This design comes from an exercise in tuning for small area, a short achievable clock period and few clock cycles on the open sky130 flow, not from production work. In this exercise RTL edits were held to simulation tests only and were not proved equivalent to the original.

==> 06-13: inputs <==
==> flow/design.v <==
package ucaspian_pkg;
  localparam int CHARGE_WIDTH_DEF = 16;
  localparam int NEURON_AW        = 8;
  localparam int DEND_CHARGE_W    = 9;
endpackage
module dendrite_charge_ram #(
  parameter int DEPTH = 256,
  parameter int WIDTH = 16,
  parameter int AW    = 8
) (
  input  logic               clk,
  input  logic               reset,
  input  logic               we_i,
  input  logic [AW-1:0]      waddr_i,
  input  logic [WIDTH-1:0]   wdata_i,
  input  logic [DEPTH-1:0]   rsel_i,
  output logic [WIDTH-1:0]   rdata_o
);
  localparam int NH = 1 << (AW / 2);
  localparam int NL = 1 << (AW - AW / 2);
  logic [NH-1:0]    whi_n_q;
  logic [NL-1:0]    wlo_n_q;
  logic [WIDTH-1:0] wdata_q;
  logic [WIDTH-1:0] store [DEPTH];
  always_ff @(posedge clk or posedge reset) begin
    if (reset) begin
      whi_n_q <= '1;
    end else begin
      whi_n_q <= ~({{(NH-1){1'b0}}, we_i} << waddr_i[AW-1:AW/2]);
    end
  end
  always_ff @(posedge clk) begin
    wlo_n_q <= ~({{(NL-1){1'b0}}, 1'b1} << waddr_i[AW/2-1:0]);
    wdata_q <= wdata_i;
  end
  for (genvar i = 0; i < DEPTH; i++) begin : g_row
    logic row_we;
    assign row_we = ~(whi_n_q[i / NL] | wlo_n_q[i % NL]);
    always_ff @(posedge clk) begin
      if (row_we) store[i] <= wdata_q;
    end
  end
  for (genvar b = 0; b < WIDTH; b++) begin : g_bit
    logic [DEPTH-1:0] col;
    for (genvar i = 0; i < DEPTH; i++) begin : g_col
      assign col[i] = store[i][b];
    end
    dendrite_ohmux u_mux (
      .sel_i(rsel_i),
      .d_i  (col),
      .y_o  (rdata_o[b])
    );
  end
endmodule
module dendrite_ohmux (
  input  logic [255:0] sel_i,
  input  logic [255:0] d_i,
  output logic         y_o
);
  logic [85:0] l1_n;
  logic [42:0] l2;
  logic [20:0] l3_n;
  logic [6:0]  l4;
  logic [2:0]  l5_n;
  for (genvar g = 0; g < 84; g++) begin : g_l1
    dendrite_aoi222 u_g (
      .a0(sel_i[3*g]),   .b0(d_i[3*g]),
      .a1(sel_i[3*g+1]), .b1(d_i[3*g+1]),
      .a2(sel_i[3*g+2]), .b2(d_i[3*g+2]),
      .y (l1_n[g])
    );
  end
  dendrite_aoi22 u_l1a (.a0(sel_i[252]), .b0(d_i[252]), .a1(sel_i[253]), .b1(d_i[253]), .y(l1_n[84]));
  dendrite_aoi22 u_l1b (.a0(sel_i[254]), .b0(d_i[254]), .a1(sel_i[255]), .b1(d_i[255]), .y(l1_n[85]));
  for (genvar g = 0; g < 43; g++) begin : g_l2
    dendrite_nand2 u_g (.a(l1_n[2*g]), .b(l1_n[2*g+1]), .y(l2[g]));
  end
  for (genvar g = 0; g < 20; g++) begin : g_l3
    dendrite_nor2 u_g (.a(l2[2*g]), .b(l2[2*g+1]), .y(l3_n[g]));
  end
  dendrite_nor3 u_l3 (.a(l2[40]), .b(l2[41]), .c(l2[42]), .y(l3_n[20]));
  for (genvar g = 0; g < 7; g++) begin : g_l4
    dendrite_nand3 u_g (.a(l3_n[3*g]), .b(l3_n[3*g+1]), .c(l3_n[3*g+2]), .y(l4[g]));
  end
  dendrite_nor3 u_l5a (.a(l4[0]), .b(l4[1]), .c(l4[2]), .y(l5_n[0]));
  dendrite_nor2 u_l5b (.a(l4[3]), .b(l4[4]), .y(l5_n[1]));
  dendrite_nor2 u_l5c (.a(l4[5]), .b(l4[6]), .y(l5_n[2]));
  dendrite_nand3 u_l6 (.a(l5_n[0]), .b(l5_n[1]), .c(l5_n[2]), .y(y_o));
endmodule
module dendrite_aoi222 (
  input  logic a0, b0, a1, b1, a2, b2,
  output logic y
);
  assign y = ~((a0 & b0) | (a1 & b1) | (a2 & b2));
endmodule
module dendrite_aoi22 (
  input  logic a0, b0, a1, b1,
  output logic y
);
  assign y = ~((a0 & b0) | (a1 & b1));
endmodule
module dendrite_nand3 (
  input  logic a, b, c,
  output logic y
);
  assign y = ~(a & b & c);
endmodule
module dendrite_nand2 (
  input  logic a, b,
  output logic y
);
  assign y = ~(a & b);
endmodule
module dendrite_nor2 (
  input  logic a, b,
  output logic y
);
  assign y = ~(a | b);
endmodule
module dendrite_nor3 (
  input  logic a, b, c,
  output logic y
);
  assign y = ~(a | b | c);
endmodule
module dendrite_accum #(
  parameter int CHARGE_WIDTH = ucaspian_pkg::CHARGE_WIDTH_DEF,
  parameter int MAX_ADDR     = 255
) (
  input  logic                           clk,
  input  logic                           reset,
  input  logic [ucaspian_pkg::NEURON_AW-1:0]           dend_addr,
  input  logic signed [ucaspian_pkg::DEND_CHARGE_W-1:0] dend_charge,
  input  logic                           dend_vld,
  output logic                           dend_rdy,
  input  logic                           drain_start,
  output logic [ucaspian_pkg::NEURON_AW-1:0]           neuron_addr,
  output logic signed [CHARGE_WIDTH-1:0] neuron_charge,
  output logic                           neuron_vld,
  input  logic                           neuron_rdy,
  output logic                           drain_done,
  output logic                           busy
);
  localparam int AW    = ucaspian_pkg::NEURON_AW;
  localparam int CW    = ucaspian_pkg::DEND_CHARGE_W;
  localparam int W     = CHARGE_WIDTH;
  localparam int DEPTH = MAX_ADDR + 1;
  localparam int NG    = 16;             
  localparam int GS    = DEPTH / NG;     
  logic             in_drain_q;
  logic             dend_rdy_q;
  logic             busy_q;
  logic             done_q;
  logic [DEPTH-1:0] act_q;               
  logic             v1_q;                
  logic             low1_q;              
  logic [GS-1:0]    grp1_q;              
  logic             d1_q;                
  logic [NG-1:0]    hi1_n;
  logic [GS-1:0]    lo1_n;
  logic [CW-1:0]    c1_q;
  logic             v2_q;
  logic             f2_q;                
  logic [AW-1:0]    a2_q;
  logic [CW-1:0]    c2_q;
  logic [W-1:0]     r2_q;
  logic             v3_q;
  logic [AW-1:0]    a3_q;
  logic [W-1:0]     w3_q;
  logic [1:0]       qv_q;
  logic [AW-1:0]    qa_q [2];
  logic [W-1:0]     qc_q [2];
  logic [DEPTH-1:0] rsel;
  logic [AW-1:0]    a1;
  logic [W-1:0]     rd;
  logic             hit1;
  logic             fwd3;
  logic [W-1:0]     rq;
  for (genvar i = 0; i < DEPTH; i++) begin : g_rsel
    assign rsel[i] = ~(hi1_n[i / GS] | lo1_n[i % GS]);
  end
  always_comb begin
    a1 = '0;
    for (int j = 0; j < NG; j++) if (!hi1_n[j]) a1[AW-1:AW/2] = a1[AW-1:AW/2] | 4'(j);
    for (int k = 0; k < GS; k++) if (!lo1_n[k]) a1[AW/2-1:0]  = a1[AW/2-1:0]  | 4'(k);
  end
  logic [W:0] sum_x;
  logic [W-1:0] sum_val;
  dendrite_charge_ram #(
    .DEPTH(DEPTH),
    .WIDTH(W),
    .AW   (AW)
  ) u_ram (
    .clk     (clk),
    .reset   (reset),
    .we_i    (v2_q),
    .waddr_i (a2_q),
    .wdata_i (sum_val),
    .rsel_i  (rsel),
    .rdata_o (rd)
  );
  assign hit1 = |(grp1_q & ~lo1_n);
  assign fwd3 = v3_q && (a3_q == a1);
  assign rq   = fwd3 ? w3_q : rd;
  logic [W-1:0] old_val;
  assign old_val = f2_q ? w3_q : r2_q;
  assign sum_x   = {old_val[W-1], old_val} + {{(W+1-CW){c2_q[CW-1]}}, c2_q};
  always_comb begin
    if (sum_x[W] != sum_x[W-1]) sum_val = sum_x[W] ? {1'b1, {(W-1){1'b0}}} : {1'b0, {(W-1){1'b1}}};
    else                        sum_val = sum_x[W-1:0];
  end
  logic [NG-1:0]    gne;
  logic [NG-1:0]    gfirst;
  logic [GS-1:0]    lfirst [NG];
  logic [DEPTH-1:0] iso;
  logic [GS-1:0]    lsel;
  logic             act_any;
  always_comb begin
    logic [GS-1:0] x;
    for (int j = 0; j < NG; j++) begin
      x = act_q[j*GS +: GS];
      gne[j] = |x;
      lfirst[j][0] = x[0];
      for (int k = 1; k < GS; k++) lfirst[j][k] = x[k] && !(|(x & ((GS'(1) << k) - GS'(1))));
    end
    gfirst[0] = gne[0];
    for (int j = 1; j < NG; j++) gfirst[j] = gne[j] && !(|(gne & ((NG'(1) << j) - NG'(1))));
    act_any = |gne;
    lsel = '0;
    for (int j = 0; j < NG; j++) begin
      lsel = lsel | (lfirst[j] & {GS{gfirst[j]}});
      for (int k = 0; k < GS; k++) iso[j*GS+k] = gfirst[j] && lfirst[j][k];
    end
  end
  logic [NG-1:0]    in_hi;
  logic [GS-1:0]    in_lo;
  logic [NG-1:0]    in_gt;               
  logic [GS-1:0]    in_ge;               
  logic [DEPTH-1:0] in_sel;
  logic [GS-1:0]    in_grp;
  assign in_hi = NG'(1) << dend_addr[AW-1:AW/2];
  assign in_lo = GS'(1) << dend_addr[AW/2-1:0];
  assign in_gt = ~((NG'(2) << dend_addr[AW-1:AW/2]) - NG'(1));
  assign in_ge = ~((GS'(1) << dend_addr[AW/2-1:0]) - GS'(1));
  for (genvar i = 0; i < DEPTH; i++) begin : g_in_sel
    assign in_sel[i] = in_hi[i / GS] && in_lo[i % GS];
  end
  always_comb begin
    in_grp = '0;
    for (int j = 0; j < NG; j++) in_grp = in_grp | (act_q[j*GS +: GS] & {GS{in_hi[j]}});
  end
  logic accept;
  logic issue_ok;
  logic issue;
  logic pop;
  logic in_drain_d;
  logic done_d;
  logic [1:0] q_push;
  assign accept     = dend_vld && dend_rdy_q;
  assign pop        = qv_q[0] && neuron_rdy;
  assign issue_ok   = in_drain_q ? (!done_q && !v1_q && (pop ? !(qv_q[1] && d1_q) : !(qv_q[0] && (qv_q[1] || d1_q))))
                                 : (drain_start && !accept && !(v1_q && low1_q));
  assign issue      = issue_ok && act_any;
  assign in_drain_d = in_drain_q ? !done_q : drain_start;
  assign done_d     = in_drain_q && !done_q && !act_any && !v1_q && !d1_q && !qv_q[1] &&
                      (!qv_q[0] || neuron_rdy);
  assign q_push     = pop ? (qv_q[1] ? 2'b10 : 2'b01) : (qv_q[0] ? 2'b10 : 2'b01);
  always_ff @(posedge clk or posedge reset) begin
    if (reset) begin
      in_drain_q <= 1'b0;
      dend_rdy_q <= 1'b0;
      busy_q     <= 1'b0;
      done_q     <= 1'b0;
      act_q      <= '0;
      v1_q       <= 1'b0;
      low1_q     <= 1'b0;
      d1_q       <= 1'b0;
      v2_q       <= 1'b0;
      f2_q       <= 1'b0;
      v3_q       <= 1'b0;
      qv_q       <= '0;
    end else begin
      in_drain_q <= in_drain_d;
      dend_rdy_q <= !in_drain_d;
      busy_q     <= in_drain_d || accept || v1_q || v2_q;
      done_q     <= done_d;
      act_q      <= (act_q | (accept ? in_sel : '0)) & ~(issue_ok ? iso : '0);
      v1_q       <= accept;
      low1_q     <= !act_any || (|(gfirst & in_gt)) || ((|(gfirst & in_hi)) && (|(lsel & in_ge)));
      d1_q       <= issue;
      v2_q       <= v1_q;
      f2_q       <= v2_q && (a2_q == a1);
      v3_q       <= v2_q;
      qv_q       <= (pop ? {1'b0, qv_q[1]} : qv_q) | ({2{d1_q}} & q_push);
    end
  end
  always_ff @(posedge clk) begin
    if (in_drain_q || issue_ok) begin
      hi1_n <= ~gfirst;
      lo1_n <= ~lsel;
    end else begin
      hi1_n <= ~in_hi;
      lo1_n <= ~in_lo;
    end
    grp1_q <= in_grp;
    c1_q <= dend_charge;
    a2_q <= a1;
    c2_q <= c1_q;
    r2_q <= (fwd3 || hit1) ? rq : '0;
    a3_q <= a2_q;
    w3_q <= sum_val;
  end
  always_ff @(posedge clk) begin
    if (!qv_q[0] || neuron_rdy) begin
      qa_q[0] <= qv_q[1] ? qa_q[1] : a1;
      qc_q[0] <= qv_q[1] ? qc_q[1] : rq;
    end
    if (pop || !qv_q[1]) begin
      qa_q[1] <= a1;
      qc_q[1] <= rq;
    end
  end
  assign dend_rdy      = dend_rdy_q;
  assign busy          = busy_q;
  assign drain_done    = done_q;
  assign neuron_vld    = qv_q[0];
  assign neuron_addr   = qa_q[0];
  assign neuron_charge = qc_q[0];
endmodule
==> flow/flow/run.sh <==
#!/bin/bash
# Standard layout (standard.sh, ORFS from synthesis to finish) with two changes to how it is
# made, none to the constraints: repair_timing aims at a setup margin past the clock period,
# so it keeps shortening the critical paths, and the port buffers are plain buffers.
set -euo pipefail
bash standard.sh SETUP_SLACK_MARGIN=6.5 \
  "BUFFER_PORTS_ARGS=-buffer_cell sky130_fd_sc_hd__buf_4" \
  finish > standard_flow.log 2>&1
==> flow/standard.sh <==
#!/bin/bash
# synth_recipe.tcl (not shown) runs the flow's synth.tcl, then flattens the netlist and writes it again
# the make line also repeats each setting of config.mk as NAME=value (left out here)
make -C /OpenROAD-flow-scripts/flow DESIGN_CONFIG=/design/flow/config.mk WORK_HOME=/design/flow/orfs CLKGATE_MAP_FILE= SYNTH_SCRIPT=/design/flow/synth_recipe.tcl "${@:-finish}"
==> flow/config.mk <==
export PLATFORM = sky130hd
export DESIGN_NAME = dendrite_accum
export DESIGN_NICKNAME = dendrite_accum
export VERILOG_FILES = /design/flow/design.v
export SDC_FILE = /design/flow/constraint.sdc
export NUM_CORES = 4
export LEC_CHECK = 0
export CAP_MARGIN = 20
export CORE_MARGIN = 2
export CORE_UTILIZATION = 55
export CTS_CLUSTER_SIZE = 30
export SLEW_MARGIN = 20
export SYNTH_HIERARCHICAL = 1
==> flow/constraint.sdc <==
create_clock -name core_clock -period 10.0 [get_ports {clk}]
set_input_delay 2.0000 -clock core_clock [delete_from_list [all_inputs] [get_ports {clk}]]
set_output_delay 2.0000 -clock core_clock [all_outputs]
set_load 0.01 [all_outputs]
==> 07-15: changes against 06-13 <==
--- a/flow/config.mk
+++ b/flow/config.mk
@@ -9,4 +9,3 @@
 export CORE_MARGIN = 2
-export CORE_UTILIZATION = 55
-export CTS_CLUSTER_SIZE = 30
+export CORE_UTILIZATION = 40
 export SLEW_MARGIN = 20
==> 06-08: changes against 06-13 <==
--- a/flow/design.v
+++ b/flow/design.v
@@ -172,2 +172,8 @@
   logic [W-1:0]     qc_q [2];
+  function automatic logic [W-1:0] sat_add(input logic [W-1:0] a, input logic [CW-1:0] c);
+    logic [W:0] x;
+    x = {a[W-1], a} + {{(W+1-CW){c[CW-1]}}, c};
+    if (x[W] != x[W-1]) sat_add = x[W] ? {1'b1, {(W-1){1'b0}}} : {1'b0, {(W-1){1'b1}}};
+    else                sat_add = x[W-1:0];
+  endfunction
   logic [DEPTH-1:0] rsel;
@@ -186,3 +192,2 @@
   end
-  logic [W:0] sum_x;
   logic [W-1:0] sum_val;
@@ -204,9 +209,7 @@
   assign rq   = fwd3 ? w3_q : rd;
-  logic [W-1:0] old_val;
-  assign old_val = f2_q ? w3_q : r2_q;
-  assign sum_x   = {old_val[W-1], old_val} + {{(W+1-CW){c2_q[CW-1]}}, c2_q};
-  always_comb begin
-    if (sum_x[W] != sum_x[W-1]) sum_val = sum_x[W] ? {1'b1, {(W-1){1'b0}}} : {1'b0, {(W-1){1'b1}}};
-    else                        sum_val = sum_x[W-1:0];
-  end
+  logic [W-1:0] sum_fwd;
+  logic [W-1:0] sum_rd;
+  assign sum_fwd = sat_add(w3_q, c2_q);
+  assign sum_rd  = sat_add(r2_q, c2_q);
+  assign sum_val = f2_q ? sum_fwd : sum_rd;
   logic [NG-1:0]    gne;
@@ -217,13 +220,15 @@
   logic             act_any;
+  for (genvar j = 0; j < NG; j++) begin : g_ffs
+    dendrite_ffs16 u_ffs (
+      .x_i    (act_q[j*GS +: GS]),
+      .any_o  (gne[j]),
+      .first_o(lfirst[j])
+    );
+  end
+  dendrite_ffs16 u_ffs_grp (
+    .x_i    (gne),
+    .any_o  (act_any),
+    .first_o(gfirst)
+  );
   always_comb begin
-    logic [GS-1:0] x;
-    for (int j = 0; j < NG; j++) begin
-      x = act_q[j*GS +: GS];
-      gne[j] = |x;
-      lfirst[j][0] = x[0];
-      for (int k = 1; k < GS; k++) lfirst[j][k] = x[k] && !(|(x & ((GS'(1) << k) - GS'(1))));
-    end
-    gfirst[0] = gne[0];
-    for (int j = 1; j < NG; j++) gfirst[j] = gne[j] && !(|(gne & ((NG'(1) << j) - NG'(1))));
-    act_any = |gne;
     lsel = '0;
@@ -236,4 +241,4 @@
   logic [GS-1:0]    in_lo;
-  logic [NG-1:0]    in_gt;               
-  logic [GS-1:0]    in_ge;               
+  logic [NG-1:0]    in_lt;               
+  logic [GS-1:0]    in_blt;              
   logic [DEPTH-1:0] in_sel;
@@ -242,4 +247,4 @@
   assign in_lo = GS'(1) << dend_addr[AW/2-1:0];
-  assign in_gt = ~((NG'(2) << dend_addr[AW-1:AW/2]) - NG'(1));
-  assign in_ge = ~((GS'(1) << dend_addr[AW/2-1:0]) - GS'(1));
+  assign in_lt  = (NG'(1) << dend_addr[AW-1:AW/2]) - NG'(1);
+  assign in_blt = (GS'(1) << dend_addr[AW/2-1:0]) - GS'(1);
   for (genvar i = 0; i < DEPTH; i++) begin : g_in_sel
@@ -288,3 +293,3 @@
       v1_q       <= accept;
-      low1_q     <= !act_any || (|(gfirst & in_gt)) || ((|(gfirst & in_hi)) && (|(lsel & in_ge)));
+      low1_q     <= !(|(gne & in_lt)) && !(|(in_grp & in_blt));    
       d1_q       <= issue;
@@ -312,7 +317,23 @@
   end
-  always_ff @(posedge clk) begin
-    if (!qv_q[0] || neuron_rdy) begin
-      qa_q[0] <= qv_q[1] ? qa_q[1] : a1;
-      qc_q[0] <= qv_q[1] ? qc_q[1] : rq;
+  logic          q0_ld;
+  logic [AW-1:0] qa0_d;
+  logic [W-1:0]  qc0_d;
+  assign q0_ld = !qv_q[0] || neuron_rdy;
+  assign qa0_d = q0_ld ? (qv_q[1] ? qa_q[1] : a1) : qa_q[0];
+  assign qc0_d = q0_ld ? (qv_q[1] ? qc_q[1] : rq) : qc_q[0];
+  always_ff @(posedge clk or posedge reset) begin
+    if (reset) begin
+      qa_q[0] <= '0;
+      qc_q[0] <= '0;
+    end else begin
+      qa_q[0] <= qa0_d;
+      qc_q[0] <= qc0_d;
     end
+  end
+  dendrite_outreg #(.WIDTH(AW + W)) u_out (
+    .clk(clk),
+    .d_i({qa0_d, qc0_d}),
+    .q_o({neuron_addr, neuron_charge})
+  );
+  always_ff @(posedge clk) begin
     if (pop || !qv_q[1]) begin
@@ -326,4 +347,102 @@
   assign neuron_vld    = qv_q[0];
-  assign neuron_addr   = qa_q[0];
-  assign neuron_charge = qc_q[0];
+endmodule
+module dendrite_ffs16 (
+  input  logic [15:0] x_i,
+  output logic        any_o,
+  output logic [15:0] first_o
+);
+  logic [3:0] q_n;       
+  logic [3:0] nb;        
+  for (genvar m = 0; m < 4; m++) begin : g_q
+    dendrite_nor4 u_q (.a(x_i[4*m]), .b(x_i[4*m+1]), .c(x_i[4*m+2]), .d(x_i[4*m+3]), .y(q_n[m]));
+  end
+  dendrite_nand4 u_any (.a(q_n[0]), .b(q_n[1]), .c(q_n[2]), .d(q_n[3]), .y(any_o));
+  assign nb[0] = 1'b1;
+  assign nb[1] = q_n[0];
+  dendrite_and2 u_nb2 (.a(q_n[0]), .b(q_n[1]), .y(nb[2]));
+  dendrite_and3 u_nb3 (.a(q_n[0]), .b(q_n[1]), .c(q_n[2]), .y(nb[3]));
+  for (genvar m = 0; m < 4; m++) begin : g_first
+    if (m == 0) begin : g_m0
+      assign first_o[0] = x_i[0];
+      dendrite_andn1 u_f1 (.a(x_i[1]), .n0(x_i[0]), .y(first_o[1]));
+      dendrite_andn2 u_f2 (.a(x_i[2]), .n0(x_i[0]), .n1(x_i[1]), .y(first_o[2]));
+      dendrite_andn3 u_f3 (.a(x_i[3]), .n0(x_i[0]), .n1(x_i[1]), .n2(x_i[2]), .y(first_o[3]));
+    end else begin : g_m
+      dendrite_and2   u_f0 (.a(x_i[4*m]), .b(nb[m]), .y(first_o[4*m]));
+      dendrite_and2b1 u_f1 (.a(x_i[4*m+1]), .b(nb[m]), .n0(x_i[4*m]), .y(first_o[4*m+1]));
+      dendrite_first2 u_f2 (.x(x_i[4*m+2]), .nb(nb[m]), .l0(x_i[4*m]), .l1(x_i[4*m+1]), .y(first_o[4*m+2]));
+      dendrite_first  u_f3 (.x(x_i[4*m+3]), .nb(nb[m]), .l0(x_i[4*m]), .l1(x_i[4*m+1]), .l2(x_i[4*m+2]), .y(first_o[4*m+3]));
+    end
+  end
+endmodule
+module dendrite_nor4 (
+  input  logic a, b, c, d,
+  output logic y
+);
+  assign y = ~(a | b | c | d);
+endmodule
+module dendrite_nand4 (
+  input  logic a, b, c, d,
+  output logic y
+);
+  assign y = ~(a & b & c & d);
+endmodule
+module dendrite_and2 (
+  input  logic a, b,
+  output logic y
+);
+  assign y = a & b;
+endmodule
+module dendrite_and3 (
+  input  logic a, b, c,
+  output logic y
+);
+  assign y = a & b & c;
+endmodule
+module dendrite_and2b1 (
+  input  logic a, b, n0,
+  output logic y
+);
+  assign y = a & b & ~n0;
+endmodule
+module dendrite_first (
+  input  logic x, nb, l0, l1, l2,
+  output logic y
+);
+  assign y = x & nb & ~(l0 | l1 | l2);
+endmodule
+module dendrite_first2 (
+  input  logic x, nb, l0, l1,
+  output logic y
+);
+  assign y = x & nb & ~(l0 | l1);
+endmodule
+module dendrite_andn1 (
+  input  logic a, n0,
+  output logic y
+);
+  assign y = a & ~n0;
+endmodule
+module dendrite_andn2 (
+  input  logic a, n0, n1,
+  output logic y
+);
+  assign y = a & ~(n0 | n1);
+endmodule
+module dendrite_andn3 (
+  input  logic a, n0, n1, n2,
+  output logic y
+);
+  assign y = a & ~(n0 | n1 | n2);
+endmodule
+module dendrite_outreg #(
+  parameter int WIDTH = 24
+) (
+  input  logic             clk,
+  input  logic [WIDTH-1:0] d_i,
+  output logic [WIDTH-1:0] q_o
+);
+  always_ff @(posedge clk) begin
+    q_o <= d_i;
+  end
 endmodule
--- a/flow/config.mk
+++ b/flow/config.mk
@@ -10,3 +10,2 @@
 export CORE_UTILIZATION = 55
-export CTS_CLUSTER_SIZE = 30
 export SLEW_MARGIN = 20
==> 04-26: changes against 06-13 <==
--- a/flow/design.v
+++ b/flow/design.v
@@ -172,2 +172,8 @@
   logic [W-1:0]     qc_q [2];
+  function automatic logic [W-1:0] sat_add(input logic [W-1:0] a, input logic [CW-1:0] c);
+    logic [W:0] x;
+    x = {a[W-1], a} + {{(W+1-CW){c[CW-1]}}, c};
+    if (x[W] != x[W-1]) sat_add = x[W] ? {1'b1, {(W-1){1'b0}}} : {1'b0, {(W-1){1'b1}}};
+    else                sat_add = x[W-1:0];
+  endfunction
   logic [DEPTH-1:0] rsel;
@@ -186,3 +192,2 @@
   end
-  logic [W:0] sum_x;
   logic [W-1:0] sum_val;
@@ -204,9 +209,7 @@
   assign rq   = fwd3 ? w3_q : rd;
-  logic [W-1:0] old_val;
-  assign old_val = f2_q ? w3_q : r2_q;
-  assign sum_x   = {old_val[W-1], old_val} + {{(W+1-CW){c2_q[CW-1]}}, c2_q};
-  always_comb begin
-    if (sum_x[W] != sum_x[W-1]) sum_val = sum_x[W] ? {1'b1, {(W-1){1'b0}}} : {1'b0, {(W-1){1'b1}}};
-    else                        sum_val = sum_x[W-1:0];
-  end
+  logic [W-1:0] sum_fwd;
+  logic [W-1:0] sum_rd;
+  assign sum_fwd = sat_add(w3_q, c2_q);
+  assign sum_rd  = sat_add(r2_q, c2_q);
+  assign sum_val = f2_q ? sum_fwd : sum_rd;
   logic [NG-1:0]    gne;
@@ -217,13 +220,15 @@
   logic             act_any;
+  for (genvar j = 0; j < NG; j++) begin : g_ffs
+    dendrite_ffs16 u_ffs (
+      .x_i    (act_q[j*GS +: GS]),
+      .any_o  (gne[j]),
+      .first_o(lfirst[j])
+    );
+  end
+  dendrite_ffs16 u_ffs_grp (
+    .x_i    (gne),
+    .any_o  (act_any),
+    .first_o(gfirst)
+  );
   always_comb begin
-    logic [GS-1:0] x;
-    for (int j = 0; j < NG; j++) begin
-      x = act_q[j*GS +: GS];
-      gne[j] = |x;
-      lfirst[j][0] = x[0];
-      for (int k = 1; k < GS; k++) lfirst[j][k] = x[k] && !(|(x & ((GS'(1) << k) - GS'(1))));
-    end
-    gfirst[0] = gne[0];
-    for (int j = 1; j < NG; j++) gfirst[j] = gne[j] && !(|(gne & ((NG'(1) << j) - NG'(1))));
-    act_any = |gne;
     lsel = '0;
@@ -329 +334,90 @@
 endmodule
+module dendrite_ffs16 (
+  input  logic [15:0] x_i,
+  output logic        any_o,
+  output logic [15:0] first_o
+);
+  logic [3:0] q_n;       
+  logic [3:0] nb;        
+  for (genvar m = 0; m < 4; m++) begin : g_q
+    dendrite_nor4 u_q (.a(x_i[4*m]), .b(x_i[4*m+1]), .c(x_i[4*m+2]), .d(x_i[4*m+3]), .y(q_n[m]));
+  end
+  dendrite_nand4 u_any (.a(q_n[0]), .b(q_n[1]), .c(q_n[2]), .d(q_n[3]), .y(any_o));
+  assign nb[0] = 1'b1;
+  assign nb[1] = q_n[0];
+  dendrite_and2 u_nb2 (.a(q_n[0]), .b(q_n[1]), .y(nb[2]));
+  dendrite_and3 u_nb3 (.a(q_n[0]), .b(q_n[1]), .c(q_n[2]), .y(nb[3]));
+  for (genvar m = 0; m < 4; m++) begin : g_first
+    if (m == 0) begin : g_m0
+      assign first_o[0] = x_i[0];
+      dendrite_andn1 u_f1 (.a(x_i[1]), .n0(x_i[0]), .y(first_o[1]));
+      dendrite_andn2 u_f2 (.a(x_i[2]), .n0(x_i[0]), .n1(x_i[1]), .y(first_o[2]));
+      dendrite_andn3 u_f3 (.a(x_i[3]), .n0(x_i[0]), .n1(x_i[1]), .n2(x_i[2]), .y(first_o[3]));
+    end else begin : g_m
+      dendrite_and2   u_f0 (.a(x_i[4*m]), .b(nb[m]), .y(first_o[4*m]));
+      dendrite_and2b1 u_f1 (.a(x_i[4*m+1]), .b(nb[m]), .n0(x_i[4*m]), .y(first_o[4*m+1]));
+      dendrite_first2 u_f2 (.x(x_i[4*m+2]), .nb(nb[m]), .l0(x_i[4*m]), .l1(x_i[4*m+1]), .y(first_o[4*m+2]));
+      dendrite_first  u_f3 (.x(x_i[4*m+3]), .nb(nb[m]), .l0(x_i[4*m]), .l1(x_i[4*m+1]), .l2(x_i[4*m+2]), .y(first_o[4*m+3]));
+    end
+  end
+endmodule
+module dendrite_nor4 (
+  input  logic a, b, c, d,
+  output logic y
+);
+  assign y = ~(a | b | c | d);
+endmodule
+module dendrite_nand4 (
+  input  logic a, b, c, d,
+  output logic y
+);
+  assign y = ~(a & b & c & d);
+endmodule
+module dendrite_and2 (
+  input  logic a, b,
+  output logic y
+);
+  assign y = a & b;
+endmodule
+module dendrite_and3 (
+  input  logic a, b, c,
+  output logic y
+);
+  assign y = a & b & c;
+endmodule
+module dendrite_and2b1 (
+  input  logic a, b, n0,
+  output logic y
+);
+  assign y = a & b & ~n0;
+endmodule
+module dendrite_first (
+  input  logic x, nb, l0, l1, l2,
+  output logic y
+);
+  assign y = x & nb & ~(l0 | l1 | l2);
+endmodule
+module dendrite_first2 (
+  input  logic x, nb, l0, l1,
+  output logic y
+);
+  assign y = x & nb & ~(l0 | l1);
+endmodule
+module dendrite_andn1 (
+  input  logic a, n0,
+  output logic y
+);
+  assign y = a & ~n0;
+endmodule
+module dendrite_andn2 (
+  input  logic a, n0, n1,
+  output logic y
+);
+  assign y = a & ~(n0 | n1);
+endmodule
+module dendrite_andn3 (
+  input  logic a, n0, n1, n2,
+  output logic y
+);
+  assign y = a & ~(n0 | n1 | n2);
+endmodule
--- a/flow/config.mk
+++ b/flow/config.mk
@@ -10,3 +10,2 @@
 export CORE_UTILIZATION = 55
-export CTS_CLUSTER_SIZE = 30
 export SLEW_MARGIN = 20
==> impl_metrics.py <==
metrics = {
    "sta": {
        "maxSlewHeadroom_pct": 13.0,
    },
    "run_status": {
        "status": "no timing/DRC/antenna violations",
    },
    "logic_synthesis": {
        "synthDominantCellAreaShare_pct": 72.1,
        "synthAdderAreaFrac_pct": 0.277,
    },
    "finish": {
        "final_cell_mix": "4120 x edfxtp_1, 1349 x a222oi_1, 865 x nor2_1",
        "n_all_inverters": 61,
        "finalInstanceArea_mm2": 0.200,
    },
    "clocking": {
        "cts_inserted_buffers": 456,
    },
    "worst_setup_path": {
        "cp_max_fo": 1,
    },
}
-- figures above: 06-08

==> impl_metrics.py <==
metrics = {
    "clocking": {
        "cts_tree": "built",
        "cts_sinks": 4574,
    },
    "finish": {
        "largest_reg_flops": 4096,
        "n_all_inverters": 89,
        "num-clock-buffers": 549,
        "finalInstanceArea_mm2": 0.199,
        "final_cell_mix": "4144 x edfxtp_1, 1347 x a222oi_1, 886 x nand2_1",
    },
    "logic_synthesis": {
        "synthAdderAreaFrac_pct": 0.151,
        "synthDominantCellAreaShare_pct": 73.6,
    },
    "run_status": {
        "status": "no timing/DRC/antenna violations",
    },
    "sta": {
        "maxSlewHeadroom_pct": 15.7,
    },
}
-- figures above: 06-13

==> impl_metrics.py <==
metrics = {
    "finish": {
        "n_all_inverters": 61,
        "buffer_area_share_pct": 3.73,
        "finalInstanceArea_mm2": 0.199,
    },
    "run_status": {
        "status": "no timing/DRC/antenna violations",
    },
    "sta": {
        "maxSlewHeadroom_pct": 18.2,
    },
    "logic_synthesis": {
        "synthAdderAreaFrac_pct": 0.279,
    },
    "worst_setup_path": {
        "startpoint": "act_q[180]",
    },
}
-- figures above: 04-26

==> impl_metrics.py <==
metrics = {
    "worst_setup_path": {
        "cp_max_fo": 20,
    },
    "run_status": {
        "status": "no timing/DRC/antenna violations",
    },
    "finish": {
        "final_cell_mix": "4144 x edfxtp_1, 1347 x a222oi_1, 891 x nand2_1",
    },
    "logic_synthesis": {
        "synthDominantCellAreaShare_pct": 73.6,
        "synthAdderAreaFrac_pct": 0.151,
    },
}
-- figures above: 07-15

Testbench counts of 06-13, summed over its fixed seeds: cycles 8,393.
Testbench counts of 07-15, summed over its fixed seeds: cycles 8,393.
Testbench counts of 06-08, summed over its fixed seeds: cycles 8,393.
Testbench counts of 04-26, summed over its fixed seeds: cycles 8,393.

==> afterwards: timing with drivers on the ports <==
The results above use ideal ports. As a check the final layouts listed here were re-extracted and re-timed, cells and wires unchanged. Step 1 sets driving cells, clkbuf_16 on the clock port and buf_2 on the other inputs (assumed; they add their load-dependent delay and slew). Step 2 also shifts input and output timing later by t, the mid clock arrival at the registers, as if the neighbouring blocks saw the same clock. Three values: no drivers, after step 1, after step 2; two values: the first two.
run | t (ns) | setup slack, ns | hold slack, ns | slew at the worst register clock pin (ns) | worst slew at a driven data input, ns
06-13 | 1.046 | 5.889 / 5.889 / 4.931 | 0.319 / 0.319 / 0.319 | 0.07 / 0.07 | 0.21
07-15 | 1.077 | 5.901 / 5.901 / 4.979 | 0.324 / 0.324 / 0.324 | 0.07 / 0.07 | 0.16
06-08 | 1.081 | 6.403 / 6.317 / 5.248 | 0.327 / 0.327 / 0.327 | 0.07 / 0.07 | 0.26
04-26 | 1.065 | 6.072 / 6.050 / 5.273 | 0.326 / 0.326 / 0.326 | 0.07 / 0.07 | 0.13
After both steps setup and hold are still met in every run listed. The setup slack of 06-08, which loses most, moves by -0.086 ns with the drivers and by -1.155 ns with both steps.
